Background: an optimization exercise with open tools, aiming at small area, a short achievable clock period and few clock cycles per item. Do not read the settings as production practice.
In this exercise RTL edits were held to simulation tests only and were not proved equivalent to the original.
Power and IR drop assume default switching activity.

$ cat flow/flow/abc_delay_ps
3000
$ cat flow/config.mk
export PLATFORM = sky130hd
export DESIGN_NAME = sprw_top
export DESIGN_NICKNAME = sprw_top
export VERILOG_FILES = /design/flow/design.v
export SDC_FILE = /design/flow/constraint.sdc
export NUM_CORES = 4
export LEC_CHECK = 0
export CAP_MARGIN = 20
export CORE_MARGIN = 2
export CORE_UTILIZATION = 40
export SETUP_SLACK_MARGIN = 3
export SLEW_MARGIN = 20
$ cat flow/standard.sh
#!/bin/bash
# synth_recipe.tcl (not shown) runs the flow's synth.tcl, then flattens the netlist and writes it again
# the make line also repeats each setting of config.mk as NAME=value (left out here)
make -C /OpenROAD-flow-scripts/flow DESIGN_CONFIG=/design/flow/config.mk WORK_HOME=/design/flow/orfs CLKGATE_MAP_FILE= SYNTH_SCRIPT=/design/flow/synth_recipe.tcl "${@:-finish}"
$ cat flow/design.v
`default_nettype none
package sprw_pkg;
    typedef logic [8-1:0]             byte_t;
    typedef logic [16-1:0]             lane_t;
    typedef logic [32-1:0]             word_t;
    typedef logic [4*16-1:0] lanes_t;
    typedef enum logic [3:0] {
        LANE_PASS = 4'd0,
        LANE_ADD  = 4'd1,
        LANE_SUB  = 4'd2,
        LANE_MOVE = 4'd3,
        LANE_MAX  = 4'd4,
        LANE_MIN  = 4'd5,
        LANE_AND  = 4'd6,
        LANE_OR   = 4'd7,
        LANE_XOR  = 4'd8,
        LANE_NAND = 4'd9,
        LANE_NOR  = 4'd10,
        LANE_XNOR = 4'd11
    } lane_fn_t;
    typedef enum logic [2:0] {
        RED_NONE = 3'd0,
        RED_SUM  = 3'd1,
        RED_MAX  = 3'd2,
        RED_MIN  = 3'd3,
        RED_XOR  = 3'd4
    } red_fn_t;
endpackage
`default_nettype wire
`timescale 1ns/1ps
`default_nettype none
module sprw_top (
    input  logic        clk,
    input  logic        rstn,
    input  logic        in_valid,
    input  logic [31:0] ra,
    input  logic [31:0] rb,
    input  logic [4:0]  op1,
    input  logic [2:0]  op2,
    output logic        out_valid,
    output logic [31:0] result
);
    function automatic logic [11:0] pfx_add(input logic [11:0] x, input logic [11:0] y, input logic ci);
        logic [11:0] p, g, pp, gg;
        p  = x ^ y;
        g  = x & y;
        gg = g;
        gg[0] = g[0] | (p[0] & ci);
        pp = p;
        for (int d = 1; d < 12; d = d * 2)
            for (int i = 11; i >= d; i--) begin
                gg[i] = gg[i] | (pp[i] & gg[i-d]);
                pp[i] = pp[i] & pp[i-d];
            end
        pfx_add[0] = p[0] ^ ci;
        for (int i = 1; i < 12; i++)
            pfx_add[i] = p[i] ^ gg[i-1];
    endfunction
    function automatic logic pfx_gt(input logic [9:0] x, input logic [9:0] y);
        logic [9:0] pp, gg;
        pp = x | ~y;
        gg = x & ~y;
        for (int d = 1; d < 10; d = d * 2)
            for (int i = 9; i >= d; i--) begin
                gg[i] = gg[i] | (pp[i] & gg[i-d]);
                pp[i] = pp[i] & pp[i-d];
            end
        pfx_gt = gg[9];
    endfunction
    logic lg, f_add, f_sub, f_max, f_mn, f_move, f_arith_d, f_mm_d, f_min_d, sub_m_d, sign_d, sat_d;
    logic [3:0] t_d;
    assign lg      = op1[4] & op1[3];
    assign f_add   = ~lg & (op1[2:0] == 3'b001);
    assign f_sub   = ~lg & (op1[2:0] == 3'b010);
    assign f_max   = ~lg & (op1[2:0] == 3'b101);
    assign f_mn    = ~lg & (op1[2:0] == 3'b110);
    assign f_move  = ~lg & (op1[2:0] == 3'b011);
    assign f_arith_d = f_add | f_sub;
    assign f_mm_d  = f_max | f_mn;
    assign f_min_d = f_mn;
    assign sub_m_d = f_sub | f_mm_d;
    assign sign_d  = lg ? 1'b0 :
                     (f_arith_d | f_mm_d) ? ~op1[4] :
                     (~op2[2] & (op2 != 3'b000));
    assign sat_d   = ~lg & op1[3];
    always_comb begin
        if (lg) begin
            case (op1[2:0])
                3'b111:  t_d = 4'b1000;    
                3'b000:  t_d = 4'b1110;    
                3'b001:  t_d = 4'b0110;    
                3'b010:  t_d = 4'b0111;    
                3'b011:  t_d = 4'b0001;    
                3'b100:  t_d = 4'b1001;    
                default: t_d = 4'b1100;    
            endcase
        end else if (f_move)
            t_d = 4'b1010;                 
        else
            t_d = 4'b1100;                 
    end
    logic [31:0] pa, pb;
    logic        p_valid, f_arith, f_mm, f_min, sub_m, sign, sat;
    logic [3:0]  t;
    logic [2:0]  p_op2;
    always_ff @(posedge clk) begin
        p_valid <= rstn & in_valid;
        pa      <= ra;
        pb      <= rb ^ {32{sub_m_d}};
        f_arith <= f_arith_d;
        f_mm    <= f_mm_d;
        f_min   <= f_min_d;
        sub_m   <= sub_m_d;
        sign    <= sign_d;
        sat     <= sat_d;
        t       <= t_d;
        p_op2   <= op2;
    end
    logic [9:0] l [4];
    always_comb begin
        for (int i = 0; i < 4; i++) begin
            logic [7:0] a, b, y;
            logic [9:0] ea, eb, r;
            logic [3:0] tl;
            logic       ov, c7, clo;
            a  = pa[8*i +: 8];
            b  = pb[8*i +: 8];             
            ea = {{2{sign & a[7]}}, a};
            eb = {{2{(sign & (b[7] ^ sub_m)) ^ sub_m}}, b};
            r  = 10'(pfx_add({2'b00, ea}, {2'b00, eb}, sub_m));
            if (f_mm)
                tl = (r[9] ^ f_min) ? 4'b0101 : 4'b1100;
            else
                tl = t;
            for (int j = 0; j < 8; j++)
                y[j] = tl[{a[j], b[j]}];
            if (sign) begin
                ov  = (r[9] != r[8]) | (r[8] != r[7]);
                c7  = r[9];
                clo = ~r[9];
            end else begin
                ov  = r[9] | r[8];
                c7  = ~r[9];
                clo = ~r[9];
            end
            if (f_arith) begin
                if (sat & ov)
                    l[i] = {{2{sign & c7}}, c7, {7{clo}}};
                else
                    l[i] = r;
            end else
                l[i] = {{2{sign & y[7]}}, y};
        end
    end
    logic [9:0] q [4];
    logic       q_valid, q_sat;
    logic [2:0] q_op2;
    always_ff @(posedge clk) begin
        q_valid <= rstn & p_valid;
        q_sat   <= sat;
        q_op2   <= p_op2;
        for (int i = 0; i < 4; i++)
            q[i] <= l[i];
    end
    logic        q_rsign;
    logic [11:0] x [4];
    logic [11:0] s1, c1, s2, c2, ssum;
    logic [2:0]  ncnt;
    logic [7:0]  xr;
    logic [9:0]  k [4];
    logic        s01, s23;
    logic [9:0]  w01, w23;
    logic [31:0] m_nxt;
    assign q_rsign = ~q_op2[2];
    always_comb begin
        for (int i = 0; i < 4; i++)
            x[i] = {{2{q[i][9]}}, q[i]};
        s1 = x[0] ^ x[1] ^ x[2];
        c1 = {(x[0][10:0] & x[1][10:0]) | (x[0][10:0] & x[2][10:0]) | (x[1][10:0] & x[2][10:0]), 1'b0};
        s2 = s1 ^ c1 ^ x[3];
        c2 = {(s1[10:0] & c1[10:0]) | (s1[10:0] & x[3][10:0]) | (c1[10:0] & x[3][10:0]), 1'b0};
    end
    assign ssum = pfx_add(s2, c2, 1'b0);
    assign ncnt = 3'(q[0][9]) + 3'(q[1][9]) + 3'(q[2][9]) + 3'(q[3][9]);
    assign xr = q[0][7:0] ^ q[1][7:0] ^ q[2][7:0] ^ q[3][7:0];
    always_comb begin
        for (int i = 0; i < 4; i++)
            k[i] = {q[i][9] ^ q_rsign, q[i][8:0]};
    end
    assign s01 = pfx_gt(k[1], k[0]) ^ q_op2[0];
    assign s23 = pfx_gt(k[3], k[2]) ^ q_op2[0];
    assign w01 = s01 ? q[1] : q[0];
    assign w23 = s23 ? q[3] : q[2];
    always_comb begin
        case (q_op2)
            3'b001, 3'b101: m_nxt = {17'd0, ncnt, ssum};
            3'b010, 3'b110,
            3'b011, 3'b111: m_nxt = {12'd0, w23, w01};
            3'b100:         m_nxt = {24'd0, xr};
            default:        m_nxt = {q[3][7:0], q[2][7:0], q[1][7:0], q[0][7:0]};
        endcase
    end
    logic [31:0] m;
    logic        m_valid, m_mm, m_sum, m_sat, m_rsign, m_mn;
    always_ff @(posedge clk) begin
        m_valid <= rstn & q_valid;
        m       <= m_nxt;
        m_mm    <= q_op2[1];
        m_sum   <= q_op2[1:0] == 2'b01;
        m_sat   <= q_sat;
        m_rsign <= q_rsign;
        m_mn    <= q_op2[0];
    end
    logic [9:0]  v01, v23, wf;
    logic        sf;
    logic [31:0] red;
    logic [11:0] msum;
    logic [2:0]  mcnt;
    logic [31:0] sum_w;
    assign msum = m[11:0];
    assign mcnt = m[14:12];
    always_comb begin
        if (m_rsign) begin
            sum_w = {{20{msum[11]}}, msum};
            if (m_sat) begin
                if (~msum[11] & (|msum[10:7]))
                    sum_w = 32'd127;
                else if (msum[11] & ~(&msum[10:7]))
                    sum_w = 32'hffffff80;
            end
        end else begin
            sum_w = {13'd0, mcnt - 3'(msum[11]), {4{msum[11]}}, msum};
            if (m_sat && (mcnt != 3'd0 || msum[10:8] != 3'd0))
                sum_w = 32'd255;
        end
    end
    assign v01 = m[9:0];
    assign v23 = m[19:10];
    assign sf  = pfx_gt({v23[9] ^ m_rsign, v23[8:0]}, {v01[9] ^ m_rsign, v01[8:0]}) ^ m_mn;
    assign wf  = sf ? v23 : v01;
    assign red = m_mm  ? {{16{m_rsign & wf[9]}}, {6{wf[9]}}, wf} :
                 m_sum ? sum_w : m;
    always_ff @(posedge clk) begin
        out_valid <= rstn & m_valid;
        result    <= red;
    end
endmodule
`default_nettype wire
$ cat flow/constraint.sdc
create_clock -name core_clock -period 6.5 [get_ports {clk}]
set_input_delay 1.3000 -clock core_clock [delete_from_list [all_inputs] [get_ports {clk}]]
set_output_delay 1.3000 -clock core_clock [all_outputs]
set_load 0.01 [all_outputs]
$ cat flow/flow/abc.script
strash
dc2
dch -f
map {D}
topo
buffer -c
upsize -c {D}
dnsize -c {D}
$ cat flow/flow/run.sh
#!/bin/bash
set -euo pipefail
W=$PWD
D=$(cat $W/flow/abc_delay_ps)
cat > $W/my_synth.tcl <<EOS
proc extract_fa {args} { puts "extract_fa skipped by flow/run.sh" }
proc abc {args} {
  set i [lsearch -exact \$args -script]
  if {\$i >= 0} { lset args [expr {\$i + 1}] $W/flow/abc.script }
  set j [lsearch -exact \$args -D]
  if {\$j >= 0} { lset args [expr {\$j + 1}] $D } else { lappend args -D $D }
  yosys abc {*}\$args
}
EOS
cat $W/synth_recipe.tcl >> $W/my_synth.tcl
bash $W/standard.sh SYNTH_SCRIPT=$W/my_synth.tcl finish > $W/standard.log 2>&1
==> flow_summary_export.csv, run 1 <==
group,metric,value,unit
pwr,switchingPower,1.76,mW
pwr,p_per_area,359,mW/mm²
critical_path,arrival,3.60,ns
sta,slew_violations,0,
logic_synthesis,yosysTopAreaCellShare,0.376,
drt,vias_per_cell,5.36,
clock_tree,htreeDepth,4,
floorplanning,die_x,165,µm
logic_synthesis,synth_area_per_cell,7.12,µm²
critical_path,crit_top_cell,"nand2_1",
logic_synthesis,ys_warn_count,5,
place,place_congestion,0.911,
clock_tree,hold_buffers,0,
drt,wl_per_cell,16.1,µm
floorplanning,die_height,165,µm
logic_synthesis,synth_enable_flop_cells,0,
floorplanning,ioPinCount,108,
global_routing,grtUsageMet2,0.396,
sta,finalCriticalPeriod,3.23,ns
pwr,p_seq_frac,0.371,
final_layout,syn2layout_area_growth,19.7,%
pwr,clkPwrFrac,0.233,
critical_path,critPathKind,"register to register",
logic_synthesis,ys_seq_elements,194,
clock_tree,cts_tree,"yes",
global_routing,grt_use_total,0.225,
global_routing,grtUsageMet1,0.279,
sta,fmax,309,MHz
critical_path,startpoint_type,"register",
final_layout,finalNonFillerCells,1889,
drt,ant_nets,0,
global_routing,antenna_found_initial,0,
pwr,internal_power,2.67,mW
sta,skew,0.00974,ns
clock_tree,cts.sinks,194,
sta,worstMarginPinSlew,1.07,ns
logic_synthesis,ys.flop_type,"dfxtp_1",
logic_synthesis,syn-num-nets,1525,
clock_tree,cts-root-buf,"clkbuf_16",
global_routing,busiest_layer,"met2",
global_routing,grt_remaining_overflow,0,
sta,slew-limit-headroom,0.289,
logic_synthesis,yosys-top-cells-area,"dfxtp_1 (38%), nand2_1 (7.9%), o21ai_0 (7.0%), inv_1 (6.8%), nor2_1 (5.1%)",
final_layout,final_nets,1621,
drt,wl,30.3,mm
floorplanning,start_util,0.409,
drt,vias,10119,
pwr,p_leak,5.42,nW
final_layout,fill_cells,2555,
clock_tree,cts_buffer_depth,2,
place,dp.cells,1852,
place,port_buffers,107,
sta,hold_viol_final,0,
final_layout,final_common_cell,"nand2_1",
critical_path,max_stage_delay,0.55,ns
final_layout,final_cell_mix,"nand2_1 (216), dfxtp_1 (194), inv_1 (187), o21ai_0 (144), nor2_1 (138)",
global_routing,grt_pass1_wl,47.5,mm
place,dp_hpwl,23.2,mm
logic_synthesis,yosys.cell_types.count,58,
floorplanning,rows,58,
drt,dr.pass1.iters,6,
logic_synthesis,async_flop_share,0,
critical_path,cp_cell_sequence,"inv_1 -> nand2_1 -> nand2_1 -> nand2_1 -> nand3_1 -> nand2_1 -> nand2_1 -> nand4_1 -> nand2_1 -> o21bai_2 -> a21oi_2 -> o21bai_2 -> a21oi_2 -> o21bai_2 -> a21oi_1 -> o21bai_1 -> a21oi_1 -> nand3b_1 -> a22oi_1",
pwr,p_comb_frac,0.396,
floorplanning,die-area,0.0271,mm²
critical_path,cp-end-kind,"register",
clock_tree,cts_buffers,17,
logic_synthesis,yosysSeqAreaShare,0.376,
sta,finalCritPeriodShare,0.497,
sta,setup_tns,0,ns
logic_synthesis,syn_area,0.0103,mm²
floorplanning,coreArea,0.0253,mm²
final_layout,diodes,0,
sta,finalSetupViolCount,0,
drt,drc,0,
critical_path,cpMaxStageDelayCell,"dfxtp_1",
pwr,swShare,0.397,
drt,drt_iter0_markers,841,
critical_path,cp_max_fo,5,
sta,rsz0062_at_grt,"no",
logic_synthesis,synth_cells,1450,
critical_path,required,6.87,ns
global_routing,grt_pass1_vias,9277,
hold_path,min_path_type,"register to register",
pwr,ir_drop,0.185,mV
clock_tree,insertion_delay,0.45,ns
global_routing,grt_max_degree,34,
final_layout,drive_gt1_frac,0.0744,
clock_tree,clk_pin_slew,0.08,ns
run_status,status,"no timing/DRC/antenna violations",
global_routing,met3_usage,0.0301,
run,drv_cap,0,
logic_synthesis,synth_top_area_cell,"dfxtp_1",
==> logic make-up (layout without fill, tap and decap cells) <==
logic type	count (synthesis)	in the layout	share of synthesized area
AND/OR/NAND/NOR	511	511	0.219
AO/OA/AOI/OAI	455	455	0.269
buffers and inverters	232	341	0.0860
flip-flops	194	194	0.376
XOR/XNOR	58	58	0.0492
==> worst max-delay path, delay by kind of cell (launching register included) <==
kind | cells | cell delay [ns]
compound gates | 9 | 1.36
buf+inv | 1 | 0.13
flops | 1 | 0.55
simple gates | 9 | 1.09
==> layout make-up <==
| cell class | instances | area (µm²) | area share |
|---|---|---|---|
| flip-flops and latches | 194 | 3880 | 0.314 |
| inverters | 190 | 713 | 0.0577 |
| well taps | 330 | 413 | 0.0334 |
| clock inverters | 14 | 145 | 0.0117 |
| multi-input cells | 1024 | 5610 | 0.454 |
| clock buffers | 18 | 429 | 0.0347 |
| repair buffers | 119 | 1160 | 0.0940 |
==> power groups by stage <==
stage | logic [mW] | registers (mW) | clock network [mW]
after floorplan | 1.17 | 1.62 | 0
after global placement | 1.69 | 1.67 | 0
after detailed placement | 1.70 | 1.67 | 0
after CTS | 1.71 | 1.64 | 1.06
after global routing | 1.96 | 1.67 | 1.10
final | 1.76 | 1.65 | 1.03
==> layer usage <==
layer	wire length [µm]	vias up
met4	964	0
met1	13600	4599
met2	14500	312
met3	1250	69
met5	0	-
li1	-	5139
==> cell usage after synthesis (7+ instances only) <==
library cell / instances
nand2_1: 216
dfxtp_1: 194
inv_1: 187
o21ai_0: 144
nor2_1: 139
a21oi_1: 103
a31oi_1: 82
nand3_1: 81
xor2_1: 51
clkbuf_1: 35
nor3_1: 14
o21ai_1: 14
o22ai_1: 14
or2_2: 13
nand3_2: 12
a22oi_1: 11
o21a_1: 11
o21ai_2: 11
o211ai_1: 9
a32oi_1: 7
xnor2_1: 7
==> flip-flops by register name, indices dropped and copies added, names as in the netlist, 3 cells and up <==
register and cells:
q 40, m 32, pa 32, pb 32, result 32, t 4
p_op2 3, q_op2 3
==> stage by stage <==
stage / setup WS [ns] / util / cell area [µm²] / power, mW / hold WS [ns]
floorplan: 3.75 / - / 10300 / 2.80 / 0.310
global placement: 3.14 / 0.463 / 11700 / 3.36 / 0.314
detailed placement: 3.11 / 0.463 / 11700 / 3.37 / 0.313
CTS: 3.10 / 0.486 / 12300 / 4.41 / 0.331
global route: 3.01 / 0.489 / 12400 / 4.74 / 0.347
finish: 3.27 / 0.489 / 12400 / 4.43 / 0.328
==> final timing paths <==
path               startpoint               end  slack, ns  cells after the start
max reg2reg   q[1][3]$_DFF_P_     m[10]$_DFF_P_       3.27                     19
max           q[1][3]$_DFF_P_     m[10]$_DFF_P_       3.27                     19
min reg2reg  p_op2[0]$_DFF_P_  q_op2[0]$_DFF_P_       0.33                      0
min          p_op2[0]$_DFF_P_  q_op2[0]$_DFF_P_       0.33                      0
==> timing repair <==
| item | 4_1_cts | 5_1_grt |
|---|---|---|
| gates resized for setup | 0 | 9 |
| buffers inserted | 0 | 5 |
| endpoints found under the setup margin | 0 | 38 |
Testbench counts, summed over its fixed seeds: cycles 16,024, items 16,000.
==> run 2, diff against run 1 <==
==> flow/flow/abc.script (replaced) <==
strash
&get -n
&st
&syn2
&if -g -K 6
&synch2
&put
dch -f
map {D}
topo
buffer -c
upsize -c {D}
dnsize -c {D}
--- a/flow/config.mk
+++ b/flow/config.mk
@@ -8,5 +8,5 @@
 export CAP_MARGIN = 20
 export CORE_MARGIN = 2
 export CORE_UTILIZATION = 40
-export SETUP_SLACK_MARGIN = 3
+export SETUP_SLACK_MARGIN = 2.5
 export SLEW_MARGIN = 20
==> run 2 against run 1 <==
Net effect:
- still clean
- first-iteration DRC count rose by 14%
- fmax fell by 0.88%
- sequential share of layout area down 3.0 points
- sequential power hardly changed
- clock-buffer cell count down 1
- critical endpoint is now q[3][5]$_DFF_P_
- largest cell class unchanged
==> flow_summary_export.csv, run 2 <==
group,metric,value,unit
logic_synthesis,async_flop_share,0,
pwr,p_per_area,350,mW/mm²
sta,finalCriticalPeriod,3.26,ns
logic_synthesis,yosysSeqAreaShare,0.332,
sta,slew-limit-headroom,0.325,
run,drv_cap,0,
floorplanning,die_x,175,µm
pwr,p_leak,5.99,nW
critical_path,arrival,3.55,ns
critical_path,required,6.78,ns
sta,worstMarginPinSlew,1.01,ns
drt,ant_nets,0,
critical_path,cp_max_fo,18,
place,dp_hpwl,29.3,mm
logic_synthesis,syn-num-nets,1785,
clock_tree,cts.sinks,194,
logic_synthesis,synth_most_common_cell,"nand2_1",
sta,skew,0.0149,ns
drt,dr.pass1.iters,5,
hold_path,min_path_type,"register to register",
sta,fmax,307,MHz
clock_tree,post-cts-setup-buffers,0,
critical_path,rr_startpoint,"sign$_SDFF_PP0_",
hold_path,hold_depth,0,
sta,rsz0062_at_grt,"no",
hold_path,worstHoldStart,"p_op2[2]$_DFF_P_",
logic_synthesis,synth_enable_flop_cells,0,
drt,vias,11864,
final_layout,final_common_cell,"nand2_1",
hold_path,hold_end,"q_op2[2]$_DFF_P_",
floorplanning,rows,62,
pwr,report.power.total,4.78,mW
sta,setup_tns,0,ns
clock_tree,cts_buffers,17,
sta,finalCritPeriodShare,0.502,
drt,drc,0,
final_layout,regMostFlops,"q",
place,place_congestion,0.916,
floorplanning,ioPinCount,108,
floorplanning,coreArea,0.0287,mm²
final_layout,largest_register_ffs,40,
clock_tree,hold_buffers,0,
global_routing,antenna_found_initial,1,
clock_tree,insertion_delay,0.45,ns
critical_path,cp-end-kind,"register",
sta,slew_violations,0,
sta,hold_viol_final,0,
drt,vias_per_cell,5.41,
clock_tree,clk_pin_slew,0.08,ns
final_layout,final_cell_mix,"nand2_1 (301), nor2_1 (243), dfxtp_1 (194), inv_1 (187), o21ai_0 (129)",
run_status,status,"no timing/DRC/antenna violations",
logic_synthesis,yosysTopAreaCellShare,0.332,
clock_tree,cts-root-buf,"clkbuf_16",
critical_path,ff2ff_setup_slack,3.24,ns
logic_synthesis,synth_cells,1710,
critical_path,r2r_end,"q[3][5]$_DFF_P_",
final_layout,syn2layout_area_growth,16.9,%
logic_synthesis,synth_area_per_cell,6.83,µm²
pwr,ir_drop,0.169,mV
floorplanning,die-area,0.0306,mm²
global_routing,grt_use_total,0.246,
logic_synthesis,syn_area,0.0117,mm²
sta,finalSetupViolCount,0,
critical_path,startpoint_type,"register",
critical_path,worst-r2r-cell-count,12,
global_routing,grt_remaining_overflow,0,
floorplanning,start_util,0.407,
logic_synthesis,ys_warn_count,5,
clock_tree,cts_tree,"yes",
global_routing,grt_pass1_wl,59.3,mm
critical_path,critPathKind,"register to register",
logic_synthesis,yosys.cell_types.count,78,
final_layout,diodes,0,
final_layout,drive_gt1_frac,0.0734,
floorplanning,die_height,175,µm
logic_synthesis,ys.flop_type,"dfxtp_1",
clock_tree,post_cts_resized,0,
global_routing,grt_max_degree,34,
logic_synthesis,synth_top_area_cell,"dfxtp_1",
drt,drt_iter0_markers,957,
final_layout,fill_cells,2910,
drt,wl_per_cell,17.1,µm
logic_synthesis,synth_common_cells,"nand2_1 (302), nor2_1 (243), dfxtp_1 (194), inv_1 (188), o21ai_0 (129)",
place,port_buffers,107,
logic_synthesis,ys_seq_elements,194,
final_layout,final_nets,1873,
drt,wl,37.5,mm
global_routing,grt_pass1_vias,11142,
clock_tree,htreeDepth,4,
logic_synthesis,yosys-top-cells-area,"dfxtp_1 (33%), nand2_1 (9.7%), nor2_1 (7.8%), inv_1 (6.0%), o21ai_0 (5.5%)",
clock_tree,cts_buffer_depth,2,
[run 2: cell count changes after synthesis, moves of 11 or more]
cell,before,now
nand3_1,81,66
a21oi_1,103,114
a31oi_1,82,25
o21ai_0,144,129
xor2_1,51,24
a22oi_1,11,41
o211ai_1,9,25
nor2_1,139,243
nor3_1,14,27
clkbuf_1,35,22
nand2_1,216,302
xnor2_1,7,39
inv_2,1,13
nand4_1,4,19
[run 2: worst max path at each step]
stage,startpoint,end,slack (ns),depth (start not counted)
5_1_grt,sign$_SDFF_PP0_,q[3][8]$_DFF_P_,2.92,13
2_1_floorplan,op1[3],pb[10]$_DFF_P_,3.99,6
3_3_place_gp,op1[4],pb[28]$_DFF_P_,3.23,6
3_5_place_dp,op1[4],pb[25]$_DFF_P_,3.15,6
4_1_cts,sign$_SDFF_PP0_,q[3][8]$_DFF_P_,3.27,13
6_report,sign$_SDFF_PP0_,q[3][5]$_DFF_P_,3.24,12
[run 2: per-layer routing]
| layer | GRT usage | share of wire | vias to the layer above |
|---|---|---|---|
| li1 | - | - | 5978 |
| met1 | 0.305 | 0.44 | 5375 |
| met2 | 0.423 | 0.47 | 425 |
| met3 | 0.0396 | 0.054 | 86 |
| met4 | 0.103 | 0.036 | 0 |
| met5 | 0 | 0 | - |
[run 2: cell families after synthesis]
kind of cell / after synthesis / synth area share
and+or+nand+nor: 717 / 0.264
DFF: 194 / 0.332
buffers and inverters: 249 / 0.0859
adders and majority gates: 1 / 0.000857
AOI/OAI and AO/OA: 485 / 0.269
xor gates and xnor gates: 64 / 0.0486
[run 2: power by group]
| group | switching (mW) | total (mW) | internal, mW |
|---|---|---|---|
| logic | 1.25 | 2.04 | 0.793 |
| clock network | 0.548 | 1.07 | 0.517 |
| registers | 0.251 | 1.67 | 1.42 |
| total | 2.05 | 4.78 | 2.73 |
[run 2: worst max-delay path, cell delays in order (launching register included)]
cell      delay [ns]
dfxtp_1         0.80
inv_1           0.38
nand2_2         0.24
inv_2           0.11
nor2_1          0.17
o21ai_1         0.11
o21a_1          0.25
nor2_1          0.13
nor2_1          0.07
nor2_2          0.31
inv_1           0.17
o21ai_0         0.17
o221ai_1        0.18
[run 2: metrics by stage]
stage	std cells	hold slack (ns)	area [µm²]	worst slack (ns)	util
after floorplan	1710	0.310	11700	3.99	-
after global placement	2162	0.311	13000	3.23	0.454
after detailed placement	2162	0.312	13000	3.15	0.454
after CTS	2194	0.336	13600	3.27	0.475
after global routing	2195	0.337	13700	2.92	0.476
final	2195	0.333	13700	3.24	0.476
[run 2: final cells by class]
cell class,instances,area [µm²],share of cell area
clock buffer,17,425,0.0312
multi-input combinational,1267,6800,0.498
sequential,194,3880,0.284
tap,384,480,0.0352
timing repair buffer,113,1140,0.0832
inverter,205,769,0.0563
clock inverter,15,163,0.0119
==> run 3, diff against run 2 <==
==> flow/flow/run.sh (replaced) <==
#!/bin/bash
set -euo pipefail
W=$PWD
BUF=$(cat $W/flow/port_buffer)
cat > $W/my_synth.tcl <<EOS
proc extract_fa {args} { puts "extract_fa skipped by flow/run.sh" }
proc abc {args} {
  set i [lsearch -exact \$args -script]
  if {\$i >= 0} { lset args [expr {\$i + 1}] $W/flow/abc.script }
  yosys abc {*}\$args
}
EOS
cat $W/synth_recipe.tcl >> $W/my_synth.tcl
bash $W/standard.sh SYNTH_SCRIPT=$W/my_synth.tcl "BUFFER_PORTS_ARGS=-buffer_cell $BUF" finish > $W/standard.log 2>&1
==> flow/flow/abc.script (replaced) <==
strash
dc2
dch -f
map
topo
buffer -c
upsize -c
dnsize -c
==> flow/flow/port_buffer (new file) <==
sky130_fd_sc_hd__buf_1
removed: flow/flow/abc_delay_ps
==> run 3 against run 2 <==
Net effect:
- largest power group is now sequential cells
- first-iteration DRC count is 4.6% lower
- critical endpoint is now result[27]$_DFF_P_
- clock power hardly changed
- cell count shrank 14%
- clock-buffer cell count rose by 1
- sequential share of layout area rose by 5.0 points
- area after synthesis is 12% lower
- routed wire length down 19%
- global-route usage decreased by 2.1 points
- sequential power hardly changed
==> flow_summary_export.csv, run 3 <==
group,metric,value,unit
hold_path,hold_end,"q_op2[1]$_DFF_P_",
pwr,p_per_area,369,mW/mm²
final_layout,final_util,0.460,
floorplanning,die_height,165,µm
pwr,p_comb_frac,0.372,
logic_synthesis,yosys.cell_types.count,58,
clock_tree,clk_pin_slew,0.07,ns
clock_tree,insertion_delay,0.45,ns
critical_path,r2r_end,"result[27]$_DFF_P_",
logic_synthesis,ys_seq_elements,194,
final_layout,final_nets,1618,
final_layout,syn2layout_area_growth,12.6,%
sta,finalSetupViolCount,0,
logic_synthesis,async_flop_share,0,
critical_path,cp_max_fo,16,
final_layout,final_common_cell,"nand2_1",
global_routing,grt_max_degree,34,
final_layout,regMostFlops,"q",
clock_tree,cts_buffers,17,
global_routing,antenna_found_initial,0,
logic_synthesis,yosys-top-cells-area,"dfxtp_1 (38%), nand2_1 (7.9%), o21ai_0 (7.0%), inv_1 (6.8%), nor2_1 (5.1%)",
run_status,status,"no timing/DRC/antenna violations",
sta,slew_violations,0,
sta,rsz0062_at_grt,"no",
drt,wl,30.5,mm
clock_tree,htreeDepth,4,
logic_synthesis,syn-num-nets,1525,
drt,wl_per_cell,16.2,µm
final_layout,final_cell_mix,"nand2_1 (216), dfxtp_1 (194), inv_1 (187), o21ai_0 (144), nor2_1 (139)",
final_layout,largest_register_ffs,40,
logic_synthesis,synth_most_common_cell,"nand2_1",
sta,finalCriticalPeriod,3.57,ns
drt,drc,0,
hold_path,min_path_type,"register to register",
final_layout,diodes,0,
critical_path,worst-r2r-cell-count,15,
clock_tree,cts_tree,"yes",
pwr,swShare,0.405,
place,dp_hpwl,23.3,mm
place,place_congestion,0.977,
sta,hold_viol_final,0,
clock_tree,cts.sinks,194,
logic_synthesis,synth_cells,1450,
global_routing,grt_pass1_wl,47.2,mm
critical_path,arrival,3.92,ns
place,port_buffers,107,
critical_path,required,6.85,ns
clock_tree,hold_buffers,0,
global_routing,grt_remaining_overflow,0,
logic_synthesis,syn_area,0.0103,mm²
logic_synthesis,synth_enable_flop_cells,0,
sta,finalCritPeriodShare,0.549,
floorplanning,rows,58,
pwr,clkPwrFrac,0.243,
final_layout,drive_gt1_frac,0.0682,
clock_tree,post-cts-setup-buffers,0,
run,drv_cap,0,
pwr,p_leak,5.13,nW
logic_synthesis,yosysTopAreaCellShare,0.376,
logic_synthesis,synth_area_per_cell,7.12,µm²
critical_path,rr_startpoint,"m[11]$_DFF_P_",
pwr,switchingPower,1.74,mW
clock_tree,cts_buffer_depth,2,
sta,skew,0.0171,ns
drt,dr.pass1.iters,6,
global_routing,grt_pass1_vias,9154,
logic_synthesis,synth_common_cells,"nand2_1 (216), dfxtp_1 (194), inv_1 (187), o21ai_0 (144), nor2_1 (139)",
pwr,p_seq_frac,0.385,
floorplanning,ioPinCount,108,
sta,fmax,280,MHz
drt,drt_iter0_markers,913,
global_routing,grt_use_total,0.225,
hold_path,hold_depth,0,
hold_path,worstHoldStart,"p_op2[1]$_DFF_P_",
sta,worstMarginPinSlew,0.977,ns
critical_path,startpoint_type,"register",
clock_tree,cts-root-buf,"clkbuf_16",
sta,setup_tns,0,ns
floorplanning,die_x,165,µm
logic_synthesis,yosysSeqAreaShare,0.376,
pwr,internal_power,2.56,mW
logic_synthesis,ys.flop_type,"dfxtp_1",
floorplanning,die-area,0.0271,mm²
drt,vias,10195,
drt,ant_nets,0,
critical_path,ff2ff_setup_slack,2.93,ns
floorplanning,start_util,0.409,
sta,slew-limit-headroom,0.347,
pwr,ir_drop,0.171,mV
logic_synthesis,ys_warn_count,5,
final_layout,fill_cells,2632,
drt,vias_per_cell,5.41,
critical_path,critPathKind,"register to register",
clock_tree,post_cts_resized,0,
logic_synthesis,synth_top_area_cell,"dfxtp_1",
critical_path,cp-end-kind,"register",
floorplanning,coreArea,0.0253,mm²
[run 3: cell families (layout without fill, tap and decap cells)]
logic type / Yosys count / count (layout) / share of synthesized area
AOI/OAI and AO/OA: 455 / 455 / 0.269
xor gates and xnor gates: 58 / 58 / 0.0492
buffers and inverters: 232 / 337 / 0.0860
DFF: 194 / 194 / 0.376
and+or+nand+nor: 511 / 511 / 0.219
[run 3: final cells by class]
class / count / area [µm²] / area share
inverters: 190 / 713 / 0.0613
repair buffers: 116 / 477 / 0.0410
flip-flops and latches: 194 / 3880 / 0.334
clock buffers: 18 / 439 / 0.0378
well taps: 330 / 413 / 0.0355
clock inverters: 13 / 144 / 0.0124
multi-input cells: 1024 / 5560 / 0.478
[run 3: how the worst max path moves through the flow]
stage	start	end	slack, ns	cells past startpoint
2_1_floorplan	op1[1]	pb[10]$_DFF_P_	3.75	7
3_3_place_gp	m[11]$_DFF_P_	result[25]$_DFF_P_	2.98	15
3_5_place_dp	m[11]$_DFF_P_	result[27]$_DFF_P_	2.93	15
4_1_cts	m[11]$_DFF_P_	result[27]$_DFF_P_	2.92	15
5_1_grt	m[11]$_DFF_P_	result[27]$_DFF_P_	2.58	15
6_report	m[11]$_DFF_P_	result[27]$_DFF_P_	2.93	15
[run 3: routing by layer]
layer,vias to the layer above,GRT usage,share of wire
met2,344,0.382,0.47
met3,73,0.0379,0.053
met4,0,0.113,0.044
li1,5125,-,-
met1,4653,0.275,0.44
met5,-,0,0
[run 3: power groups by stage]
stage | clock, mW | sequential, mW | combinational (mW)
floorplan | 0 | 1.62 | 1.17
global placement | 0 | 1.68 | 1.56
detailed placement | 0 | 1.68 | 1.58
CTS | 1.07 | 1.65 | 1.59
global route | 1.12 | 1.68 | 1.80
finish | 1.05 | 1.65 | 1.60
[run 3: worst max-delay path, cell delays in order (launching register included)]
cell,delay (ns)
dfxtp_1,0.48
inv_1,0.19
a221oi_1,0.34
a221oi_1,0.10
nor2_1,0.11
o22ai_1,0.08
a21oi_1,0.12
a21oi_1,0.05
o21ai_0,0.08
a21oi_1,0.08
a211oi_1,0.26
xor2_1,0.70
o21ai_0,0.15
a21oi_1,0.22
nand2_1,0.30
o21ai_0,0.21
[run 3: per-stage QoR]
step	hold slack, ns	total power, mW	instances	setup WS (ns)	cell area (µm²)
global route	0.332	4.59	1885	2.58	11600
global placement	0.314	3.24	1853	2.98	11000
detailed placement	0.312	3.26	1854	2.93	11000
floorplan	0.310	2.80	1450	3.75	10300
CTS	0.330	4.31	1885	2.92	11600
finish	0.330	4.29	1885	2.93	11600
==> run 4, diff against run 3 <==
==> flow/flow/port_buffer (replaced) <==
sky130_fd_sc_hd__buf_2
==> run 4 against run 3 <==
Net effect:
- final area grew 1.1%
- critical path depth stayed put
- synthesized cell count did not move
- routed wire length increased by 0.59%
- global-route usage increased by 0.21 points
- first-iteration DRC count decreased by 13%
- area after synthesis stayed put
- critical path type unchanged
- largest power group unchanged
==> flow_summary_export.csv, run 4 <==
group,metric,value,unit
drt,ant_nets,0,
final_layout,fill_cells,2586,
logic_synthesis,yosysTopAreaCellShare,0.376,
critical_path,crit_top_cell,"a21oi_1",
critical_path,rr_startpoint,"m[11]$_DFF_P_",
drt,wl,30.7,mm
global_routing,grt_use_total,0.227,
pwr,p_leak,5.43,nW
critical_path,cp_max_fo,16,
clock_tree,hold_buffers,0,
sta,worstMarginPinSlew,0.981,ns
critical_path,cp_cell_sequence,"inv_1 -> a221oi_1 -> a221oi_1 -> nor2_1 -> o22ai_1 -> a21oi_1 -> a21oi_1 -> o21ai_0 -> a21oi_1 -> a211oi_1 -> xor2_1 -> o21ai_0 -> a21oi_1 -> nand2_1 -> o21ai_0",
global_routing,grt_remaining_overflow,0,
hold_path,min_path_type,"register to register",
pwr,report.power.total,4.33,mW
clock_tree,cts_buffer_depth,2,
clock_tree,cts_tree,"yes",
clock_tree,insertion_delay,0.44,ns
clock_tree,post-cts-setup-buffers,0,
critical_path,cpMaxStageDelayCell,"xor2_1",
sta,finalCriticalPeriod,3.42,ns
final_layout,final_util,0.465,
final_layout,largest_register_ffs,40,
drt,drc,0,
global_routing,grt_max_degree,34,
hold_path,hold_end,"q_op2[0]$_DFF_P_",
logic_synthesis,synth.area.mux_share,0,
final_layout,syn2layout_area_growth,13.9,%
logic_synthesis,synth_area_per_cell,7.12,µm²
logic_synthesis,synth_most_common_cell,"nand2_1",
logic_synthesis,synth_top_family_by_area,"compound AO/OA/AOI/OAI gates",
logic_synthesis,synth_enable_flop_cells,0,
run,drv_cap,0,
sta,fmax,293,MHz
floorplanning,ioPinCount,108,
place,place_congestion,0.950,
final_layout,regMostFlops,"q",
sta,slew-limit-headroom,0.343,
critical_path,worst-r2r-cell-count,15,
drt,dr.pass1.iters,6,
final_layout,final_nets,1617,
floorplanning,start_util,0.409,
final_layout,drive_gt1_frac,0.137,
global_routing,antenna_found_initial,0,
sta,setup_tns,0,ns
logic_synthesis,syn_area,0.0103,mm²
hold_path,worstHoldStart,"p_op2[0]$_DFF_P_",
sta,finalSetupViolCount,0,
drt,wl_per_cell,16.3,µm
logic_synthesis,synth_fa_ha_area_frac,0,
logic_synthesis,syn-num-nets,1525,
floorplanning,die_height,165,µm
clock_tree,htreeDepth,4,
sta,slew_violations,0,
logic_synthesis,synth-compound-area-share,0.269,
logic_synthesis,yosys.area_share.simple,0.219,
critical_path,crit_buf_inv,1,
critical_path,critPathTopFamily,"compound AO/OA/AOI/OAI gates",
sta,finalCritPeriodShare,0.526,
logic_synthesis,synth_cells,1450,
clock_tree,clk_pin_slew,0.07,ns
critical_path,cp-end-kind,"register",
critical_path,critPathKind,"register to register",
logic_synthesis,synth_top_area_cell,"dfxtp_1",
final_layout,final_common_cell,"nand2_1",
drt,vias,10162,
hold_path,hold_depth,0,
floorplanning,die-area,0.0271,mm²
floorplanning,coreArea,0.0253,mm²
pwr,ir_drop,0.207,mV
run_status,status,"no timing/DRC/antenna violations",
logic_synthesis,ys.flop_type,"dfxtp_1",
logic_synthesis,ys_warn_count,5,
place,port_buffers,107,
clock_tree,post_cts_resized,0,
sta,hold_viol_final,0,
logic_synthesis,yosysSeqAreaShare,0.376,
sta,skew,0.0137,ns
final_layout,diodes,0,
global_routing,grt_pass1_vias,9280,
pwr,p_per_area,369,mW/mm²
final_layout,final_cell_mix,"nand2_1 (216), dfxtp_1 (194), inv_1 (187), o21ai_0 (144), nor2_1 (138)",
critical_path,ff2ff_setup_slack,3.08,ns
clock_tree,cts.sinks,194,
logic_synthesis,yosys-top-cells-area,"dfxtp_1 (38%), nand2_1 (7.9%), o21ai_0 (7.0%), inv_1 (6.8%), nor2_1 (5.1%)",
clock_tree,cts_buffers,17,
logic_synthesis,synth_xor_area_frac,0.0492,
drt,drt_iter0_markers,790,
place,dp_hpwl,23.3,mm
logic_synthesis,ys_seq_elements,194,
critical_path,arrival,3.77,ns
drt,vias_per_cell,5.39,
logic_synthesis,yosys.cell_types.count,58,
floorplanning,die_x,165,µm
logic_synthesis,async_flop_share,0,
critical_path,required,6.85,ns
sta,hold_slack,0.330,ns
logic_synthesis,synth_common_cells,"nand2_1 (216), dfxtp_1 (194), inv_1 (187), o21ai_0 (144), nor2_1 (139)",
critical_path,r2r_end,"result[21]$_DFF_P_",
critical_path,max_stage_delay,0.68,ns
critical_path,startpoint_type,"register",
clock_tree,cts-root-buf,"clkbuf_16",
sta,rsz0062_at_grt,"no",
floorplanning,rows,58,
global_routing,grt_pass1_wl,48.0,mm
## run 4: cell types whose count changed in the layout (fill, tap and decap cells not counted), moves of 3 or more
cell / delta
buf_2: +107
inv_8: +4
clkinvlp_4: +3
buf_1: -107
clkinv_4: -3
inv_6: -3
## run 4: layout make-up
| type | instances | area, µm² | share of cell area |
|---|---|---|---|
| multi-input combinational | 1024 | 5560 | 0.473 |
| sequential | 194 | 3880 | 0.330 |
| inverter | 190 | 713 | 0.0607 |
| timing repair buffer | 115 | 596 | 0.0507 |
| clock buffer | 19 | 453 | 0.0385 |
| tap | 330 | 413 | 0.0351 |
| clock inverter | 12 | 138 | 0.0117 |
## run 4: how the worst max path moves through the flow
stage	startpoint	end	slack (ns)	cells after the start
5_1_grt	m[11]$_DFF_P_	result[21]$_DFF_P_	2.62	15
2_1_floorplan	op1[1]	pb[10]$_DFF_P_	3.75	7
4_1_cts	m[11]$_DFF_P_	result[16]$_DFF_P_	3.09	15
3_5_place_dp	m[11]$_DFF_P_	result[21]$_DFF_P_	3.11	15
6_report	m[11]$_DFF_P_	result[21]$_DFF_P_	3.08	15
3_3_place_gp	m[11]$_DFF_P_	result[16]$_DFF_P_	3.05	15
## run 4: cells by family after synthesis
logic type,count (synthesis)
and+or+nand+nor,511
AOI/OAI and AO/OA,455
buffers and inverters,232
DFF,194
xor gates and xnor gates,58
## run 4: power by group
| group | switching (mW) | leakage, nW | internal [mW] |
|---|---|---|---|
| Clock | 0.504 | 0.283 | 0.565 |
| Combinational | 1.02 | 3.53 | 0.603 |
| Sequential | 0.214 | 1.63 | 1.43 |
| Total | 1.74 | 5.43 | 2.60 |
## run 4: per-stage QoR
stage | instances | setup slack (ns) | instance area, µm²
global placement | 1853 | 3.05 | 11200
CTS | 1884 | 3.09 | 11800
floorplan | 1450 | 3.75 | 10300
detailed placement | 1853 | 3.11 | 11200
global route | 1884 | 2.62 | 11800
finish | 1884 | 3.08 | 11800
## run 4: per-layer routing
| metal | vias up | routed length, µm | GRT usage |
|---|---|---|---|
| met4 | 0 | 1010 | 0.0893 |
| met1 | 4622 | 13600 | 0.283 |
| met3 | 59 | 1430 | 0.0296 |
| li1 | 5120 | - | - |
| met2 | 361 | 14700 | 0.398 |
| met5 | - | 0 | 0 |
## run 4: worst register-to-register path, stage by stage, from the launching register on
cell and delay [ns]:
dfxtp_1 0.43, inv_1 0.17, a221oi_1 0.32, a221oi_1 0.10, nor2_1 0.13, o22ai_1 0.07, a21oi_1 0.12, a21oi_1 0.05
o21ai_0 0.08, a21oi_1 0.08, a211oi_1 0.22, xor2_1 0.68, o21ai_0 0.15, a21oi_1 0.24, nand2_1 0.31, o21ai_0 0.18
==> run 5, diff against run 4 <==
--- a/flow/config.mk
+++ b/flow/config.mk
@@ -8,5 +8,5 @@
 export CAP_MARGIN = 20
 export CORE_MARGIN = 2
 export CORE_UTILIZATION = 40
-export SETUP_SLACK_MARGIN = 2.5
+export SETUP_SLACK_MARGIN = 3
 export SLEW_MARGIN = 20
==> run 5 against run 4 <==
Net effect:
- total power grew 0.67%
- final area grew 0.55%
- die area is the same
- worst setup slack gained 0.17 ns
- register-to-register slack gained 0.17 ns
- cell count grew 0.11%
- clock-buffer cell count is the same
- clock power is essentially flat
- critical path depth grew 3
- core utilization grew 0.26 points
- critical endpoint is now q[1][5]$_DFF_P_
- largest cell class unchanged
==> flow_summary_export.csv, run 5 <==
group,metric,value,unit
pwr,ir_drop,0.207,mV
final_layout,largest_register_ffs,40,
clock_tree,cts-root-buf,"clkbuf_16",
logic_synthesis,ys_seq_elements,194,
floorplanning,die_x,165,µm
logic_synthesis,synth_cells,1450,
pwr,swShare,0.400,
final_layout,syn2layout_area_growth,14.5,%
logic_synthesis,synth_enable_flop_cells,0,
pwr,internal_power,2.62,mW
drt,vias_per_cell,5.35,
global_routing,grt_pass1_vias,9280,
logic_synthesis,synth_area_per_cell,7.12,µm²
logic_synthesis,ys.flop_type,"dfxtp_1",
run,drv_cap,0,
place,place_congestion,0.950,
sta,setup_tns,0,ns
logic_synthesis,yosysTopAreaCellShare,0.376,
sta,finalSetupViolCount,0,
run_status,status,"no timing/DRC/antenna violations",
logic_synthesis,ys_warn_count,5,
logic_synthesis,async_flop_share,0,
clock_tree,clk_pin_slew,0.07,ns
sta,finalCritPeriodShare,0.500,
drt,vias,10085,
pwr,clkPwrFrac,0.244,
final_layout,fill_cells,2580,
sta,slew_violations,0,
clock_tree,cts.sinks,194,
logic_synthesis,yosys-top-cells-area,"dfxtp_1 (38%), nand2_1 (7.9%), o21ai_0 (7.0%), inv_1 (6.8%), nor2_1 (5.1%)",
floorplanning,start_util,0.409,
place,dp_hpwl,23.3,mm
place,dp.cells,1853,
pwr,p_seq_frac,0.377,
drt,drt_iter0_markers,876,
drt,wl,30.7,mm
clock_tree,cts_buffers,17,
sta,fmax,308,MHz
critical_path,cp_max_fo,11,
floorplanning,die_height,165,µm
sta,rsz0062_at_grt,"yes",
clock_tree,hold_buffers,0,
global_routing,grt_use_total,0.227,
drt,ant_nets,0,
drt,wl_per_cell,16.3,µm
global_routing,grt_remaining_overflow,0,
sta,worstMarginPinSlew,0.975,ns
critical_path,arrival,3.55,ns
critical_path,required,6.80,ns
critical_path,critPathKind,"register to register",
final_layout,final_cell_mix,"nand2_1 (215), dfxtp_1 (191), inv_1 (187), o21ai_0 (144), nor2_1 (138)",
critical_path,cp-end-kind,"register",
final_layout,final_nets,1619,
global_routing,antenna_found_initial,0,
final_layout,regMostFlops,"q",
final_layout,diodes,0,
clock_tree,cts_tree,"yes",
floorplanning,coreArea,0.0253,mm²
logic_synthesis,yosys.cell_types.count,58,
global_routing,grt_pass1_wl,48.0,mm
sta,skew,0.0119,ns
logic_synthesis,synth_common_cells,"nand2_1 (216), dfxtp_1 (194), inv_1 (187), o21ai_0 (144), nor2_1 (139)",
global_routing,grt_max_degree,34,
sta,finalCriticalPeriod,3.25,ns
pwr,p_per_area,369,mW/mm²
critical_path,startpoint_type,"register",
final_layout,final_common_cell,"nand2_1",
final_layout,finalNonFillerCells,1886,
sta,hold_viol_final,0,
floorplanning,ioPinCount,108,
clock_tree,htreeDepth,4,
pwr,p_leak,5.45,nW
pwr,p_comb_frac,0.379,
clock_tree,cts_buffer_depth,2,
place,port_buffers,107,
drt,drc,0,
floorplanning,rows,58,
pwr,switchingPower,1.75,mW
logic_synthesis,syn_area,0.0103,mm²
drt,dr.pass1.iters,6,
logic_synthesis,syn-num-nets,1525,
logic_synthesis,synth_most_common_cell,"nand2_1",
floorplanning,die-area,0.0271,mm²
logic_synthesis,yosysSeqAreaShare,0.376,
final_layout,drive_gt1_frac,0.144,
clock_tree,insertion_delay,0.44,ns
logic_synthesis,synth_top_area_cell,"dfxtp_1",
sta,slew-limit-headroom,0.348,
hold_path,min_path_type,"register to register",
[run 5: kinds of logic (layout without fill, tap and decap cells)]
kind of cell    after synthesis  after routing  synth area share
flops                       194            194             0.376
compound gates              455            455             0.269
xor+xnor                     58             58            0.0492
buf+inv                     232            338            0.0860
simple gates                511            511             0.219
[run 5: final timing paths]
check	from	endpoint	slack (ns)	cells after the start
worst max-delay path	pb[8]$_DFF_P_	q[1][5]$_DFF_P_	3.25	18
worst min-delay path	p_op2[0]$_DFF_P_	q_op2[0]$_DFF_P_	0.33	0
worst max register to register	pb[8]$_DFF_P_	q[1][5]$_DFF_P_	3.25	18
worst min register to register	p_op2[0]$_DFF_P_	q_op2[0]$_DFF_P_	0.33	0
[run 5: power groups by stage]
stage               clock network (mW)  logic, mW  registers, mW
global route                      1.14       1.86           1.67
detailed placement                   0       1.60           1.67
finish                            1.07       1.65           1.64
global placement                     0       1.59           1.67
CTS                               1.09       1.61           1.64
floorplan                            0       1.17           1.62
[run 5: cell type report]
cell class	count	area, µm²	share of cell area
timing repair buffer	117	611	0.0517
clock inverter	12	138	0.0116
sequential	194	3890	0.329
inverter	190	713	0.0603
multi-input combinational	1024	5610	0.474
clock buffer	19	453	0.0383
tap	330	413	0.0349
[run 5: metrics by stage]
stage | cell area (µm²) | hold slack [ns] | util | worst slack (ns) | power [mW]
floorplan | 10300 | 0.310 | - | 3.75 | 2.80
global placement | 11200 | 0.315 | 0.442 | 3.05 | 3.26
detailed placement | 11200 | 0.315 | 0.442 | 3.11 | 3.27
CTS | 11800 | 0.332 | 0.465 | 3.09 | 4.34
global route | 11800 | 0.339 | 0.468 | 2.99 | 4.67
finish | 11800 | 0.329 | 0.468 | 3.25 | 4.36
[run 5: per-layer routing]
metal  part of all wire  track usage  up-vias
li1                   -            -     5125
met2               0.48        0.398      354
met3              0.047       0.0296       56
met1               0.44        0.283     4550
met5                  0            0        -
met4              0.031       0.0893        0
[run 5: what timing repair did]
action                                  CTS  global route
buffers inserted                          0             2
endpoints found under the setup margin    0            48
gates resized for setup                   0            12
endpoints found under the hold margin     0             0
[run 5: critical path: stages (launching register included)]
cell,delay [ns]
dfxtp_1,0.48
nor2_2,0.09
o21ai_2,0.13
nand2_1,0.09
o21a_1,0.12
or2_1,0.23
o21ai_2,0.08
nand3_2,0.09
nand2_2,0.08
o21ai_2,0.09
a21oi_4,0.16
o22ai_2,0.12
o211ai_2,0.14
a31oi_4,0.19
nand3_2,0.16
nand3_4,0.17
o21ai_4,0.30
a31oi_1,0.07
a31oi_1,0.31
==> run 6, diff against run 5 <==
==> flow/flow/port_buffer (replaced) <==
sky130_fd_sc_hd__buf_1
--- a/flow/config.mk
+++ b/flow/config.mk
@@ -7,6 +7,6 @@
 export LEC_CHECK = 0
 export CAP_MARGIN = 20
 export CORE_MARGIN = 2
-export CORE_UTILIZATION = 40
+export CORE_UTILIZATION = 60
 export SETUP_SLACK_MARGIN = 3
 export SLEW_MARGIN = 20
==> run 6 against run 5 <==
Net effect:
- first-iteration DRC count is 15% higher
- combinational power hardly changed
- fmax is 3.3% lower
- sequential share of layout area is 0.61 points higher
- final area is 1.9% lower
- clock skew is 0.0035 ns lower
- critical path type unchanged
- register-to-register slack worse by 0.11 ns
- sequential cell count stayed put
- non-clock buffer count is 2 higher
==> flow_summary_export.csv, run 6 <==
group,metric,value,unit
pwr,p_comb_frac,0.374,
sta,hold_viol_final,0,
logic_synthesis,yosys-top-cells-area,"dfxtp_1 (38%), nand2_1 (7.9%), o21ai_0 (7.0%), inv_1 (6.8%), nor2_1 (5.1%)",
place,dp_hpwl,22.5,mm
logic_synthesis,async_flop_share,0,
global_routing,grt_remaining_overflow,0,
global_routing,grt_pass1_wl,46.5,mm
drt,wl_per_cell,16.7,µm
pwr,swShare,0.400,
clock_tree,cts_tree,"yes",
global_routing,grt_pass1_vias,9483,
critical_path,endpoint,"q[1][0]$_DFF_P_",
floorplanning,die-area,0.0183,mm²
logic_synthesis,syn-num-nets,1525,
critical_path,cp_max_fo,11,
logic_synthesis,synth_common_cells,"nand2_1 (216), dfxtp_1 (194), inv_1 (187), o21ai_0 (144), nor2_1 (139)",
critical_path,arrival,3.65,ns
critical_path,r2r_end,"q[1][0]$_DFF_P_",
clock_tree,cts_buffer_depth,2,
global_routing,grt_max_degree,33,
logic_synthesis,yosysSeqAreaShare,0.376,
clock_tree,insertion_delay,0.44,ns
final_layout,finalNonFillerCells,1781,
logic_synthesis,syn_area,0.0103,mm²
logic_synthesis,ys_warn_count,5,
critical_path,cp-startpoint,"sub_m$_DFF_P_",
hold_path,min_path_type,"register to register",
pwr,ir_drop,0.211,mV
final_layout,fill_cells,1496,
place,dp.cells,1744,
global_routing,grtUsageMet2,0.563,
sta,slew_violations,0,
place,port_buffers,107,
run_status,status,"no timing/DRC/antenna violations",
critical_path,ff2ff_setup_slack,3.14,ns
final_layout,final_cell_mix,"nand2_1 (215), dfxtp_1 (192), inv_1 (187), o21ai_0 (144), nor2_1 (138)",
final_layout,final_nets,1621,
sta,finalSetupViolCount,0,
clock_tree,cts_buffers,17,
sta,slew-limit-headroom,0.329,
sta,worstMarginPinSlew,1.00,ns
pwr,p_per_area,375,mW/mm²
global_routing,busiest_layer,"met2",
sta,skew,0.00835,ns
clock_tree,clk_pin_slew,0.07,ns
clock_tree,cts-root-buf,"clkbuf_16",
logic_synthesis,ys.flop_type,"dfxtp_1",
floorplanning,ioPinCount,108,
global_routing,met3_usage,0.0599,
sta,finalCritPeriodShare,0.517,
final_layout,largest_register_ffs,40,
floorplanning,die_height,135,µm
drt,drt_iter0_markers,1004,
clock_tree,cts.sinks,194,
critical_path,required,6.79,ns
critical_path,startpoint_type,"register",
final_layout,syn2layout_area_growth,12.4,%
global_routing,grt_use_total,0.325,
critical_path,critPathKind,"register to register",
final_layout,ff_latch_area,0.00389,mm²
critical_path,cp-end-kind,"register",
floorplanning,coreArea,0.0167,mm²
pwr,internal_power,2.61,mW
logic_synthesis,synth_area_per_cell,7.12,µm²
logic_synthesis,yosysTopAreaCellShare,0.376,
global_routing,grtUsageMet1,0.381,
logic_synthesis,ys_seq_elements,194,
sta,setup_tns,0,ns
sta,rsz0062_at_grt,"yes",
clock_tree,htreeDepth,4,
final_layout,final_common_cell,"nand2_1",
final_layout,regMostFlops,"q",
pwr,p_leak,5.15,nW
logic_synthesis,synth_enable_flop_cells,0,
drt,vias,10509,
drt,wl,29.7,mm
critical_path,rr_startpoint,"sub_m$_DFF_P_",
logic_synthesis,synth_most_common_cell,"nand2_1",
final_layout,drive_gt1_frac,0.0783,
drt,drc,0,
final_layout,multi_input_area,0.00562,mm²
drt,vias_per_cell,5.90,
sta,fmax,298,MHz
pwr,p_seq_frac,0.376,
logic_synthesis,yosys.cell_types.count,58,
run,drv_cap,0,
floorplanning,rows,47,
floorplanning,start_util,0.618,
logic_synthesis,synth_cells,1450,
pwr,switchingPower,1.74,mW
critical_path,worst-r2r-cell-count,18,
global_routing,antenna_found_initial,2,
drt,ant_nets,0,
pwr,clkPwrFrac,0.249,
floorplanning,die_x,135,µm
logic_synthesis,synth_top_area_cell,"dfxtp_1",
sta,finalCriticalPeriod,3.36,ns
place,place_congestion,0.992,
drt,dr.pass1.iters,7,
run 6: worst max-delay path, stage by stage, from the launching register on:
cell and delay (ns):
dfxtp_2 0.38, inv_2 0.10, o21ai_2 0.17, nand2_1 0.09, o21a_1 0.13, or2_1 0.24
o21ai_2 0.09, nand3_2 0.10, nand2_2 0.08, o21ai_2 0.08, a21oi_4 0.16, o22ai_2 0.11
o211ai_2 0.13, a31oi_2 0.23, nand3_2 0.18, nand3_4 0.19, o21ai_4 0.30, a31oi_1 0.07
a31oi_1 0.38
run 6: cells by family (layout without fill, tap and decap cells):
group | Yosys count | after routing | share of synthesized area
flip-flops | 194 | 194 | 0.376
buffers and inverters | 232 | 341 | 0.0860
other | 0 | 2 | 0
AO/OA/AOI/OAI | 455 | 455 | 0.269
XOR/XNOR | 58 | 58 | 0.0492
AND/OR/NAND/NOR | 511 | 511 | 0.219
run 6: worst min-delay path by stage:
| stage | start | endpoint | slack, ns | depth (start not counted) |
|---|---|---|---|---|
| after floorplan | q_sat$_DFF_P_ | m_sat$_DFF_P_ | 0.31 | 0 |
| after global placement | p_op2[1]$_DFF_P_ | q_op2[1]$_DFF_P_ | 0.31 | 0 |
| after detailed placement | p_op2[2]$_DFF_P_ | q_op2[2]$_DFF_P_ | 0.32 | 0 |
| after CTS | p_op2[2]$_DFF_P_ | q_op2[2]$_DFF_P_ | 0.33 | 0 |
| after global routing | p_op2[1]$_DFF_P_ | q_op2[1]$_DFF_P_ | 0.34 | 0 |
| final | p_op2[2]$_DFF_P_ | q_op2[2]$_DFF_P_ | 0.33 | 0 |
run 6: final cells by class:
class,instances,share of cell area
Sequential cell,194,0.335
Clock buffer,18,0.0379
Tap cell,220,0.0237
Clock inverter,14,0.0150
Antenna cell,2,0.000431
Inverter,190,0.0615
Timing Repair Buffer,119,0.0422
Multi-Input combinational cell,1024,0.484
run 6: metal layers:
layer,vias up,wire (µm)
li1,5139,-
met1,4735,11800
met2,516,14400
met3,119,2080
met4,0,1530
met5,-,0
run 6: power by group through the flow:
stage	registers (mW)	logic, mW	clock network, mW
final	1.64	1.63	1.09
after global routing	1.66	1.83	1.15
after CTS	1.63	1.58	1.09
after detailed placement	1.66	1.57	0
after global placement	1.65	1.54	0
after floorplan	1.62	1.17	0
run 6: per-stage QoR:
step | power [mW] | util | cell area (µm²) | setup slack [ns] | hold slack [ns]
after floorplan | 2.80 | - | 10300 | 3.75 | 0.310
after global placement | 3.20 | 0.653 | 10900 | 3.05 | 0.311
after detailed placement | 3.23 | 0.653 | 10900 | 3.01 | 0.316
after CTS | 4.30 | 0.690 | 11500 | 3.14 | 0.333
after global routing | 4.64 | 0.694 | 11600 | 2.95 | 0.339
final | 4.35 | 0.695 | 11600 | 3.14 | 0.331
run 6: what timing repair did:
action / 4_1_cts / 5_1_grt
setup buffers: 0 / 3
endpoints found under the setup margin: 3 / 44
hold buffers: 0 / 0
gates resized for setup: 1 / 11
pin swaps: 0 / 3
==> run 7, diff against run 6 <==
--- a/flow/config.mk
+++ b/flow/config.mk
@@ -7,6 +7,6 @@
 export LEC_CHECK = 0
 export CAP_MARGIN = 20
 export CORE_MARGIN = 2
-export CORE_UTILIZATION = 60
-export SETUP_SLACK_MARGIN = 3
+export CORE_UTILIZATION = 40
+export SETUP_SLACK_MARGIN = 3.5
 export SLEW_MARGIN = 20
==> run 7 against run 6 <==
Net effect:
- final area rose by 7.5%
- combinational power increased by 15%
- largest power group is now combinational logic
- cell count up 7.6%
- sequential share of layout area fell by 2.0 points
- critical path depth increased by 2
- sequential cell count stayed put
- routed wire length up 6.8%
- first-iteration DRC count is 11% lower
- clock-buffer cell count unchanged
- critical endpoint is now q[2][6]$_DFF_P_
- register-to-register slack better by 0.25 ns
- still clean on timing, DRC and antenna
==> flow_summary_export.csv, run 7 <==
group,metric,value,unit
sta,finalSetupViolCount,0,
critical_path,r2r_end,"q[2][6]$_DFF_P_",
global_routing,grt_pass1_vias,9254,
hold_path,min_path_type,"register to register",
drt,vias_per_cell,5.43,
logic_synthesis,yosysTopAreaCellShare,0.376,
critical_path,ff2ff_setup_slack,3.39,ns
drt,dr.pass1.iters,7,
place,dp_hpwl,23.3,mm
clock_tree,hold_buffers,0,
final_layout,final_nets,1650,
logic_synthesis,syn_area,0.0103,mm²
floorplanning,die-area,0.0271,mm²
critical_path,cp_max_fo,8,
hold_path,hold_depth,0,
critical_path,max_stage_delay,0.38,ns
global_routing,grt_use_total,0.228,
logic_synthesis,ys_seq_elements,194,
clock_tree,cts_buffer_depth,2,
floorplanning,die_x,165,µm
final_layout,final_cell_mix,"nand2_1 (195), inv_1 (179), dfxtp_1 (174), o21ai_0 (135), nor2_1 (134)",
logic_synthesis,syn-num-nets,1525,
critical_path,startpoint_type,"register",
drt,wl,31.8,mm
final_layout,syn2layout_area_growth,20.8,%
critical_path,required,6.83,ns
sta,worstMarginPinSlew,0.964,ns
sta,finalCriticalPeriod,3.11,ns
critical_path,rr_startpoint,"sub_m$_DFF_P_",
global_routing,grt_max_degree,34,
drt,wl_per_cell,16.6,µm
hold_path,hold_end,"q_op2[1]$_DFF_P_",
sta,rsz0062_at_grt,"yes",
final_layout,final_common_cell,"nand2_1",
final_layout,largest_register_ffs,40,
sta,slew_violations,0,
place,dp.cells,1854,
drt,ant_nets,0,
run,drv_cap,0,
logic_synthesis,yosys-top-cells-area,"dfxtp_1 (38%), nand2_1 (7.9%), o21ai_0 (7.0%), inv_1 (6.8%), nor2_1 (5.1%)",
critical_path,cp-end-kind,"register",
critical_path,crit_top_cell,"nand2_2",
sta,slew-limit-headroom,0.355,
floorplanning,rows,58,
sta,fmax,321,MHz
logic_synthesis,yosys.cell_types.count,58,
drt,vias,10412,
final_layout,regMostFlops,"q",
floorplanning,ioPinCount,108,
sta,fin_ws,3.39,ns
logic_synthesis,synth_top_area_cell,"dfxtp_1",
logic_synthesis,ys.flop_type,"dfxtp_1",
hold_path,worstHoldStart,"p_op2[1]$_DFF_P_",
drt,drc,0,
global_routing,grt_remaining_overflow,0,
sta,skew,0.0147,ns
critical_path,critPathTopFamily,"compound AO/OA/AOI/OAI gates",
logic_synthesis,yosysSeqAreaShare,0.376,
sta,setup_tns,0,ns
clock_tree,insertion_delay,0.45,ns
clock_tree,cts-root-buf,"clkbuf_16",
clock_tree,cts_buffers,17,
run_status,status,"no timing/DRC/antenna violations",
clock_tree,cts.sinks,194,
logic_synthesis,synth_enable_flop_cells,0,
place,place_congestion,0.977,
clock_tree,clk_pin_slew,0.07,ns
pwr,p_per_area,367,mW/mm²
place,port_buffers,107,
final_layout,drive_gt1_frac,0.151,
floorplanning,coreArea,0.0253,mm²
pwr,p_leak,5.38,nW
logic_synthesis,async_flop_share,0,
clock_tree,cts_tree,"yes",
critical_path,crit_buf_inv,2,
logic_synthesis,synth_most_common_cell,"nand2_1",
logic_synthesis,synth_common_cells,"nand2_1 (216), dfxtp_1 (194), inv_1 (187), o21ai_0 (144), nor2_1 (139)",
critical_path,cp_cell_sequence,"inv_6 -> o21ai_4 -> nand2_2 -> o21a_1 -> or2_4 -> nand2_2 -> nand3_2 -> nand2_2 -> o21ai_4 -> a21oi_2 -> o22ai_2 -> o211ai_2 -> nand3_2 -> nand2_2 -> o21ai_4 -> o211ai_1 -> nand2_2 -> buf_6 -> a31oi_1 -> a31oi_1",
clock_tree,htreeDepth,4,
logic_synthesis,synth_area_per_cell,7.12,µm²
final_layout,diodes,0,
global_routing,grt_pass1_wl,47.8,mm
floorplanning,start_util,0.409,
sta,finalCritPeriodShare,0.479,
drt,drt_iter0_markers,892,
final_layout,finalNonFillerCells,1917,
floorplanning,die_height,165,µm
critical_path,cpMaxStageDelayCell,"dfxtp_4",
critical_path,critPathKind,"register to register",
critical_path,worst-r2r-cell-count,20,
sta,hold_viol_final,0,
critical_path,arrival,3.44,ns
place,place_ws,2.93,ns
logic_synthesis,ys_warn_count,5,
logic_synthesis,synth_cells,1450,
pwr,ir_drop,0.183,mV
global_routing,antenna_found_initial,0,
final_layout,final_util,0.494,
run 7: cell counts after synthesis:
No cell type changed its count.
run 7: layer usage:
layer,vias to the layer above,share of wire,wire length (µm),GRT usage
li1,5196,-,-,-
met1,4788,0.43,13600,0.277
met2,347,0.48,15200,0.392
met4,0,0.044,1390,0.113
met3,81,0.049,1550,0.0382
met5,-,0,0,0
run 7: cell families (layout without fill, tap and decap cells):
group | count (synthesis) | count (layout) | share of synthesized area
buffers and inverters | 232 | 368 | 0.0860
xor gates and xnor gates | 58 | 58 | 0.0492
and+or+nand+nor | 511 | 511 | 0.219
AOI/OAI and AO/OA | 455 | 456 | 0.269
DFF | 194 | 194 | 0.376
run 7: area by class of cell:
cell class                 count  area [µm²]
tap                          330         413
inverter                     190         722
fill                        2587       12800
timing repair buffer         147         732
multi-input combinational   1025        6090
clock buffer                  18         439
clock inverter                13         144
sequential                   194        3930
run 7: timing repair:
| item | in CTS | in global routing |
|---|---|---|
| setup endpoints to repair | 63 | 80 |
| gates cloned | 1 | 0 |
| buffers inserted | 10 | 21 |
| resized for setup | 31 | 133 |
| hold endpoints to repair | 0 | 0 |
| pin swaps | 8 | 35 |
run 7: worst max-delay path by stage:
stage                         startpoint                  to  slack (ns)  cells after the start
after CTS                  sub_m$_DFF_P_     q[3][4]$_DFF_P_        3.48                     19
after global routing      pb[16]$_DFF_P_     q[2][6]$_DFF_P_        3.26                     20
after global placement     m[11]$_DFF_P_  result[25]$_DFF_P_        2.98                     15
after detailed placement   m[11]$_DFF_P_  result[27]$_DFF_P_        2.93                     15
after floorplan                   op1[1]      pb[10]$_DFF_P_        3.75                      7
final                      sub_m$_DFF_P_     q[2][6]$_DFF_P_        3.39                     20
run 7: worst register-to-register path: cells and delay by family, from the launching register on:
kind	cells	cell delay, ns
compound gates	10	1.38
buf+inv	2	0.25
flops	1	0.38
simple gates	8	0.98
run 7: where the power goes:
part | switching [mW] | internal, mW
clock network | 0.496 | 0.551
registers | 0.231 | 1.43
logic | 1.15 | 0.724
run 7: through the flow:
step / cell area (µm²) / total power [mW] / hold WS [ns]
2_1_floorplan: 10300 / 2.80 / 0.310
3_5_place_dp: 11000 / 3.26 / 0.312
4_1_cts: 11800 / 4.37 / 0.330
6_report: 12500 / 4.58 / 0.330
5_1_grt: 12500 / 4.88 / 0.332
3_3_place_gp: 11000 / 3.24 / 0.314

[what the ideal ports hide]
The results above use ideal ports. As a check the final layouts listed here were re-extracted and re-timed, cells and wires unchanged.
Step 1 sets driving cells, clkbuf_16 on the clock port and buf_2 on the other inputs (assumed; they add their load-dependent delay and slew).
Step 2 times the ports against the registers' clock, not the clock port: input delays grow and output delays shrink by t, the midpoint of the rising clock arrivals with the driver on.
Three values: ideal, step 1, step 2; two values: the first two.
| run | t (ns) | setup WS [ns] | clock arrival spread, ns |
|---|---|---|---|
| run 1 | 0.487 | 3.268 / 3.268 / 3.268 | 0.010 / 0.011 |
| run 2 | 0.494 | 3.239 / 3.239 / 3.171 | 0.015 / 0.015 |
| run 3 | 0.489 | 2.934 / 2.934 / 2.934 | 0.017 / 0.017 |
| run 4 | 0.476 | 3.082 / 3.082 / 3.082 | 0.015 / 0.015 |
| run 5 | 0.477 | 3.251 / 3.251 / 3.251 | 0.013 / 0.014 |
| run 6 | 0.480 | 3.140 / 3.140 / 3.140 | 0.009 / 0.008 |
| run 7 | 0.494 | 3.389 / 3.389 / 3.389 | 0.015 / 0.014 |
After both steps setup and hold are still met in every run listed. For run 2, which loses most, drivers alone change the setup slack by 0.000 ns; drivers and shift together by -0.068 ns.
